From an optimization exercise on the open Yosys and OpenROAD flow, aimed at small area; shortcuts taken in it are not production practice. Function was checked by simulation only, so behaviour that the tests miss may differ from the original. Power figures rest on the tool's default switching activity, not on a simulated workload.

==> design.v <==
package csa_pkg;
	localparam int PKT_BYTES = 188;
	localparam int CW_BYTES = 9;
	localparam int SCRAMBLE_HDR_IDX = 3;
	typedef logic [7:0] byte_t;
	typedef logic [1:0] scram_ctrl_t;
	typedef union packed
	{
		byte_t raw;
		struct packed
		{
			scram_ctrl_t sc;
			logic [1:0] afc;
			logic [3:0] cc;
		} f;
	} ts_hdr3_u;
endpackage
module cw_ctrl_reg
#(
	parameter int CW_BYTES = csa_pkg::CW_BYTES
)
(
	input logic clk,
	input logic rst,
	input logic cw_valid,
	input csa_pkg::byte_t cw_byte,
	output logic cw_first,
	output csa_pkg::scram_ctrl_t scram_ctrl
);
	localparam int CW_AW = $clog2(CW_BYTES);
	logic [CW_AW-1:0] cw_idx;
	assign cw_first = cw_valid && (cw_idx == '0);
	always_ff @(posedge clk)
	begin
		if (rst)
		begin
			cw_idx <= '0;
		end
		else if (cw_valid)
		begin
			if (cw_idx == CW_AW'(CW_BYTES - 1))
				cw_idx <= '0;
			else
				cw_idx <= cw_idx + 1'b1;
		end
	end
	always_ff @(posedge clk)
	begin
		if (rst)
			scram_ctrl <= '0;
		else if (cw_first)
			scram_ctrl <= {cw_byte[1], cw_byte[1] & cw_byte[0]};
	end
endmodule
module ts_pkt_buffer
#(
	parameter int PKT_BYTES = csa_pkg::PKT_BYTES
)
(
	input logic clk,
	input logic rst,
	input logic ts_valid,
	input csa_pkg::byte_t ts_byte,
	input logic busy,
	input logic rd_en,
	input logic [$clog2(PKT_BYTES)-1:0] rd_addr,
	output logic pkt_full,
	output csa_pkg::byte_t rd_data
);
	localparam int AW = $clog2(PKT_BYTES);
	csa_pkg::byte_t mem [PKT_BYTES];
	logic [AW-1:0] wr_idx;
	logic wr_last;
	assign wr_last = ts_valid && (wr_idx == AW'(PKT_BYTES - 1));
	always_ff @(posedge clk)
	begin
		if (rst)
		begin
			wr_idx <= '0;
			pkt_full <= 1'b0;
		end
		else
		begin
			if (ts_valid)
				wr_idx <= wr_last ? '0 : wr_idx + 1'b1;
			pkt_full <= wr_last && !busy;
		end
	end
	always_ff @(posedge clk)
	begin
		if (ts_valid && !busy)
			mem[wr_idx] <= ts_byte;
		if (rd_en)
			rd_data <= mem[rd_addr];
	end
endmodule
module ts_readout
#(
	parameter int PKT_BYTES = csa_pkg::PKT_BYTES
)
(
	input logic clk,
	input logic rst,
	input logic pkt_full,
	input csa_pkg::byte_t rd_data,
	input csa_pkg::scram_ctrl_t scram_ctrl,
	output logic rd_en,
	output logic [$clog2(PKT_BYTES)-1:0] rd_addr,
	output logic busy,
	output logic pkt_valid,
	output csa_pkg::byte_t pkt_byte,
	output logic finish_pkt
);
	localparam int AW = $clog2(PKT_BYTES);
	logic reading;
	logic rd_vld_d1;
	logic [AW-1:0] ret_idx;
	logic ret_last;
	logic [1:0] end_pipe;
	csa_pkg::ts_hdr3_u hdr;
	assign rd_en = reading;
	assign ret_last = rd_vld_d1 && (ret_idx == AW'(PKT_BYTES - 1));
	always_ff @(posedge clk)
	begin
		if (rst)
		begin
			reading <= 1'b0;
			rd_addr <= '0;
			busy <= 1'b0;
			rd_vld_d1 <= 1'b0;
			ret_idx <= '0;
			end_pipe <= '0;
			finish_pkt <= 1'b0;
		end
		else
		begin
			if (pkt_full && !busy)
			begin
				reading <= 1'b1;
				busy <= 1'b1;
				rd_addr <= '0;
				ret_idx <= '0;
			end
			else
			begin
				if (reading)
				begin
					rd_addr <= rd_addr + 1'b1;
					if (rd_addr == AW'(PKT_BYTES - 1))
						reading <= 1'b0;
				end
				if (rd_vld_d1)
					ret_idx <= ret_idx + 1'b1;
				if (end_pipe[1])
					busy <= 1'b0;
			end
			rd_vld_d1 <= rd_en;
			end_pipe <= {end_pipe[0], ret_last};
			finish_pkt <= end_pipe[1];
		end
	end
	always_comb
	begin
		hdr.raw = rd_data;
		if (ret_idx == AW'(csa_pkg::SCRAMBLE_HDR_IDX) && scram_ctrl[1])
			hdr.f.sc = scram_ctrl;
	end
	always_ff @(posedge clk)
	begin
		if (rst)
			pkt_valid <= 1'b0;
		else
			pkt_valid <= rd_vld_d1;
	end
	always_ff @(posedge clk)
	begin
		if (rd_vld_d1)
			pkt_byte <= hdr.raw;
	end
endmodule
module frame_out_mux
(
	input logic clk,
	input logic rst,
	input logic pkt_valid,
	input csa_pkg::byte_t pkt_byte,
	input logic cnt_valid,
	input csa_pkg::byte_t cnt_byte,
	input logic pid_valid,
	input csa_pkg::byte_t pid_byte,
	input logic gbe_valid,
	input csa_pkg::byte_t gbe_byte,
	input logic port_valid,
	input csa_pkg::byte_t port_byte,
	input logic cw_valid,
	input csa_pkg::byte_t cw_byte,
	input logic cw_first,
	output logic out_valid,
	output csa_pkg::byte_t out_byte
);
	logic any_valid;
	csa_pkg::byte_t sel_byte;
	csa_pkg::byte_t cw_out;
	assign cw_out = cw_first ? {7'b0, cw_byte[1]} : cw_byte;
	assign any_valid = pkt_valid | cnt_valid | pid_valid | gbe_valid | port_valid
		| cw_valid;
	always_comb
	begin
		if (pkt_valid)
			sel_byte = pkt_byte;
		else if (cnt_valid)
			sel_byte = cnt_byte;
		else if (pid_valid)
			sel_byte = pid_byte;
		else if (gbe_valid)
			sel_byte = gbe_byte;
		else if (port_valid)
			sel_byte = port_byte;
		else
			sel_byte = cw_out;
	end
	always_ff @(posedge clk)
	begin
		if (rst)
		begin
			out_valid <= 1'b0;
			out_byte <= '0;
		end
		else
		begin
			out_valid <= any_valid;
			if (any_valid)
				out_byte <= sel_byte;
		end
	end
endmodule
module csa_frame_top
#(
	parameter int PKT_BYTES = csa_pkg::PKT_BYTES,
	parameter int CW_BYTES = csa_pkg::CW_BYTES
)
(
	input logic clk,
	input logic rst,
	input logic ts_valid,
	input csa_pkg::byte_t ts_byte,
	input logic cw_valid,
	input csa_pkg::byte_t cw_byte,
	input logic cnt_valid,
	input csa_pkg::byte_t cnt_byte,
	input logic pid_valid,
	input csa_pkg::byte_t pid_byte,
	input logic gbe_valid,
	input csa_pkg::byte_t gbe_byte,
	input logic port_valid,
	input csa_pkg::byte_t port_byte,
	output logic out_valid,
	output csa_pkg::byte_t out_byte,
	output logic finish_pkt
);
	logic pkt_full;
	logic busy;
	logic rd_en;
	logic [$clog2(PKT_BYTES)-1:0] rd_addr;
	csa_pkg::byte_t rd_data;
	logic pkt_valid;
	csa_pkg::byte_t pkt_byte;
	logic cw_first;
	csa_pkg::scram_ctrl_t scram_ctrl;
	cw_ctrl_reg #(.CW_BYTES(CW_BYTES)) cw_ctrl_reg_inst
	(
		.clk(clk),
		.rst(rst),
		.cw_valid(cw_valid),
		.cw_byte(cw_byte),
		.cw_first(cw_first),
		.scram_ctrl(scram_ctrl)
	);
	ts_pkt_buffer #(.PKT_BYTES(PKT_BYTES)) ts_pkt_buffer_inst
	(
		.clk(clk),
		.rst(rst),
		.ts_valid(ts_valid),
		.ts_byte(ts_byte),
		.busy(busy),
		.rd_en(rd_en),
		.rd_addr(rd_addr),
		.pkt_full(pkt_full),
		.rd_data(rd_data)
	);
	ts_readout #(.PKT_BYTES(PKT_BYTES)) ts_readout_inst
	(
		.clk(clk),
		.rst(rst),
		.pkt_full(pkt_full),
		.rd_data(rd_data),
		.scram_ctrl(scram_ctrl),
		.rd_en(rd_en),
		.rd_addr(rd_addr),
		.busy(busy),
		.pkt_valid(pkt_valid),
		.pkt_byte(pkt_byte),
		.finish_pkt(finish_pkt)
	);
	frame_out_mux frame_out_mux_inst
	(
		.clk(clk),
		.rst(rst),
		.pkt_valid(pkt_valid),
		.pkt_byte(pkt_byte),
		.cnt_valid(cnt_valid),
		.cnt_byte(cnt_byte),
		.pid_valid(pid_valid),
		.pid_byte(pid_byte),
		.gbe_valid(gbe_valid),
		.gbe_byte(gbe_byte),
		.port_valid(port_valid),
		.port_byte(port_byte),
		.cw_valid(cw_valid),
		.cw_byte(cw_byte),
		.cw_first(cw_first),
		.out_valid(out_valid),
		.out_byte(out_byte)
	);
endmodule
==> run.sh <==
#!/bin/bash
# synth_recipe.tcl (not shown) runs the flow's synth.tcl, then flattens the netlist and writes it again
# the make line also repeats each setting of config.mk as NAME=value (left out here)
make -C /OpenROAD-flow-scripts/flow DESIGN_CONFIG=/design/flow/config.mk WORK_HOME=/design/flow/orfs CLKGATE_MAP_FILE= SYNTH_SCRIPT=/design/flow/synth_recipe.tcl finish
==> config.mk <==
export PLATFORM = sky130hd
export DESIGN_NAME = csa_frame_top
export DESIGN_NICKNAME = csa_frame_top
export VERILOG_FILES = /design/flow/design.v
export SDC_FILE = /design/flow/constraint.sdc
export NUM_CORES = 4
export LEC_CHECK = 0
export CAP_MARGIN = 20
export CORE_MARGIN = 2
export CORE_UTILIZATION = 40
export SLEW_MARGIN = 20
==> constraint.sdc <==
create_clock -name core_clock -period 5.0 [get_ports {clk}]
set_input_delay 1.0000 -clock core_clock [delete_from_list [all_inputs] [get_ports {clk}]]
set_output_delay 1.0000 -clock core_clock [all_outputs]
set_load 0.01 [all_outputs]
==> impl_metrics.env <==
export IMPL_status="no timing/DRC/antenna violations"
export IMPL_hold_path_startpoint="ts_readout_inst.end_pipe[0]$_SDFF_PP0_"
export IMPL_antenna_found_initial=2
export IMPL_postCtsHoldBufs=0
export IMPL_drive_above_1_share=0.203
export IMPL_synth_async_sr_flop_share=0
export IMPL_fin_ws_ns=0.978
export IMPL_grt_max_degree=118
export IMPL_required_ns=5.51
export IMPL_rsz0062_at_grt="false"
export IMPL_syn_to_final_growth_pct=13.4
export IMPL_holdWs_ns=0.445
export IMPL_syn_inst=3085
export IMPL_finalHoldViolCount=0
export IMPL_synth_net_count=3149
export IMPL_preCtsSetupSlack_ns=0.829
export IMPL_irDropWorstVdd_v=0.000360
export IMPL_use_met2=0.320
export IMPL_grt_pass1_wl_mm=226
export IMPL_critPathMaxFanout=42
export IMPL_cts_resized=0
export IMPL_syn_area_sq_um=61400
export IMPL_wl_mm=157
export IMPL_die_area_sq_um=157000
export IMPL_p_leak_nw=20.6
export IMPL_synth_seq_cells=1567
export IMPL_ys_types=67
export IMPL_clkTransAtPathRegs_ns=0.06
export IMPL_ys_seq_area_frac=0.759
export IMPL_synth_ff_type="edfxtp_1"
export IMPL_place_congestion=0.848
export IMPL_pwr_share_seq=0.548
export IMPL_final_cell_area_sq_um=69600
export IMPL_chipWidth_um=396
export IMPL_cts_inserted_buffers=157
export IMPL_max_freq_ghz=0.249
export IMPL_r2r_start="ts_readout_inst.rd_addr[2]$_SDFFE_PP0P_"
export IMPL_synth_area_per_cell_sq_um=19.9
export IMPL_setup_violations=0
export IMPL_r2r_setup_slack_ns=0.98
export IMPL_fp_dieH_um=396
export IMPL_synth_edf_count=1520
export IMPL_core_area_sq_um=152000
export IMPL_busiest_layer="met2"
export IMPL_worstPathArrival_ns=4.53
export IMPL_start_util=0.404
export IMPL_p_switching_mw=5.30
export IMPL_stdcell_count=5398
export IMPL_gr_total_overflow=0
export IMPL_end_kind="register"
export IMPL_rr_worst_depth=7
export IMPL_grt_pass1_vias=31200
export IMPL_cts_root_buffer="clkbuf_16"
export IMPL_fin_skew_ns=0.0238
export IMPL_cts_sinks=1567
export IMPL_powerDensity_nw_per_um2=378
export IMPL_slew_viol_final=0
export IMPL_via_per_inst=5.72
export IMPL_p_clk_frac=0.436
export IMPL_io_buffers=65
export IMPL_route_detailed_drc=0
export IMPL_netSwitchingFraction=0.201
export IMPL_dp_cells=5109
export IMPL_post_drt_wl_per_cell_um=29.2
export IMPL_drt_pass1_iterations=7
export IMPL_clock_latency_ns=0.80
export IMPL_min_period_over_period=0.804
export IMPL_drt_iter0_markers=3417
export IMPL_combinationalPowerShare=0.016
export IMPL_antenna_left=0
export IMPL_cts_tree="built"
export IMPL_yosysWarnings=4
export IMPL_min_delay_path_class="reg -> reg"
export IMPL_postPlaceCellArea_sq_um=64600
export IMPL_finalSetupTns_ns=0
export IMPL_total_power_mw=26.3
export IMPL_worstMarginPinSlew_ns=1.10
export IMPL_slew_headroom=0.263
export IMPL_pin_count=66
export IMPL_hold_path_depth=1
export IMPL_fin_util=0.458
export IMPL_rows=143
export IMPL_vias=30900
export IMPL_dpl_hpwl_mm=96.4
export IMPL_worstSetupPathType="reg -> reg"
export IMPL_crit_path_start_kind="register"
export IMPL_r2r_end="ts_pkt_buffer_inst.rd_data[0]$_DFFE_PP_"
export IMPL_cts_max_path_buffers=3
export IMPL_met1_usage=0.275
export IMPL_final_nets=3302
export IMPL_cts_setup_buffers=0
export IMPL_p_int_mw=21.0
export IMPL_fin_crit_ns=4.02
export IMPL_drv_cap=0
export IMPL_h_tree_depth=4
export IMPL_grt_use_total=0.200
export IMPL_met3_usage=0.0381
export IMPL_min_to="ts_readout_inst.end_pipe[1]$_SDFF_PP0_"
layer usage:
layer / vias to the layer above / share of wire
li1: 13000 / -
met1: 16200 / 0.41
met2: 1359 / 0.48
met3: 264 / 0.076
met4: 0 / 0.033
met5: - / 0
layout make-up:
class / count / area, sq um
multi-input cells: 1318 / 13700
diodes: 1 / 2.50
inverters: 17 / 63.8
fillers: 12700 / 82500
clock inverters: 92 / 856
repair buffers: 177 / 1690
well taps: 2030 / 2540
flip-flops and latches: 1567 / 46600
clock buffers: 196 / 4140
power by group through the flow:
| stage | combinational (mW) | clock, mW | sequential [mW] |
|---|---|---|---|
| 2_1_floorplan | 0.0861 | 0 | 14.7 |
| 3_3_place_gp | 0.426 | 0 | 14.7 |
| 3_5_place_dp | 0.434 | 0 | 14.7 |
| 4_1_cts | 0.433 | 11.7 | 14.4 |
| 5_1_grt | 0.460 | 12.1 | 14.4 |
| 6_report | 0.426 | 11.5 | 14.4 |
kinds of logic (layout without fill, tap and decap cells):
group	after synthesis	in the layout	synth area share
flip-flops	1567	1567	0.759
adder cells (fa/ha/maj)	8	8	0.00163
buffers and inverters	200	482	0.0183
XOR/XNOR	18	18	0.00257
other	0	1	0
AO/OA/AOI/OAI	303	303	0.0347
multiplexers	518	518	0.150
AND/OR/NAND/NOR	471	471	0.0337
synth_stat cells (12+ instances only):
cell	n	share of area
o221ai_1	23	0.0033
edfxtp_1	1520	0.74
buf_6	12	0.0022
o22ai_1	35	0.0036
clkbuf_1	78	0.0048
buf_1	12	0.00073
mux4_2	322	0.12
mux2i_1	189	0.031
dfxtp_1	47	0.015
a211oi_1	26	0.0032
nand2_1	83	0.0051
a221oi_1	46	0.0066
nor2b_1	34	0.0035
nand3_1	36	0.0029
a22oi_1	25	0.0031
a21oi_1	45	0.0037
inv_1	13	0.00079
buf_4	23	0.0028
nor2_1	256	0.016
buf_2	46	0.0038
o21ai_0	49	0.0040
cell usage in the layout (no fill, tap or decap), drive strengths merged, types with 25 or more instances in the layout:
cell           instances
o22ai                 35
o21ai                 50
mux2i                189
nor2                 256
a22oi                 25
edfxtp              1520
dfxtp                 47
a211oi                26
nor2b                 34
a221oi                46
clkbuf               196
nand3                 37
clkinv                69
a21oi                 45
clkdlybuf4s50         57
buf                  120
nand2                 83
mux4                 322
flip-flops by register name, indices dropped and copies added, names as in the netlist:
| register | count |
|---|---|
| ts_readout_inst.rd_vld_d1 | 1 |
| ts_pkt_buffer_inst.mem | 1504 |
| frame_out_mux_inst.out_valid | 1 |
| ts_readout_inst.rd_addr | 8 |
| ts_pkt_buffer_inst.wr_idx | 8 |
| ts_readout_inst.finish_pkt | 1 |
| ts_pkt_buffer_inst.pkt_full | 1 |
| frame_out_mux_inst.out_byte | 8 |
| cw_ctrl_reg_inst.scram_ctrl | 2 |
| ts_readout_inst.pkt_byte | 8 |
| ts_readout_inst.reading | 1 |
| ts_pkt_buffer_inst.rd_data | 8 |
| ts_readout_inst.pkt_valid | 1 |
| ts_readout_inst.busy | 1 |
| ts_readout_inst.end_pipe | 2 |
| cw_ctrl_reg_inst.cw_idx | 4 |
| ts_readout_inst.ret_idx | 8 |
critical path: stages (launching register included):
cell	delay (ns)
dfxtp_4	0.87
or3b_1	0.85
buf_4	0.39
o22ai_1	0.13
a211oi_1	0.40
a221oi_1	0.20
a211oi_1	0.68
o22ai_1	0.17
how the worst max path moves through the flow:
stage / startpoint / to / cells after the start
floorplan: ts_valid / ts_pkt_buffer_inst.mem[151][0]$_DFFE_PP_ / 5
global placement: ts_valid / ts_pkt_buffer_inst.mem[50][4]$_DFFE_PP_ / 6
detailed placement: ts_valid / ts_pkt_buffer_inst.mem[18][1]$_DFFE_PP_ / 6
CTS: ts_readout_inst.rd_addr[0]$_SDFFE_PP0P_ / ts_pkt_buffer_inst.rd_data[0]$_DFFE_PP_ / 7
global route: ts_readout_inst.rd_addr[0]$_SDFFE_PP0P_ / ts_pkt_buffer_inst.rd_data[0]$_DFFE_PP_ / 7
finish: ts_readout_inst.rd_addr[2]$_SDFFE_PP0P_ / ts_pkt_buffer_inst.rd_data[0]$_DFFE_PP_ / 7

-- separate check: timing with driven ports --
Ports are ideal in the flow. The routed layout listed here was re-timed in OpenROAD. Step 1, drivers: a clkbuf_16 drives clk and a buf_2 each remaining input, both assumed. Step 2, shift: input delay + t, output delay - t, t = (earliest + latest rising clock arrival at the registers) / 2. This alone moves slack from input paths to output paths. a / b / c = no drivers / after step 1 / after step 2; a / b = the first two.
t, ns: 0.859
setup slack, ns: 0.978 / 0.978 / 0.819
pins driven straight from the clock port: 1
After both steps this run still meets setup and hold. The setup slack of this run moves by 0.000 ns with the drivers and by -0.159 ns with both steps.
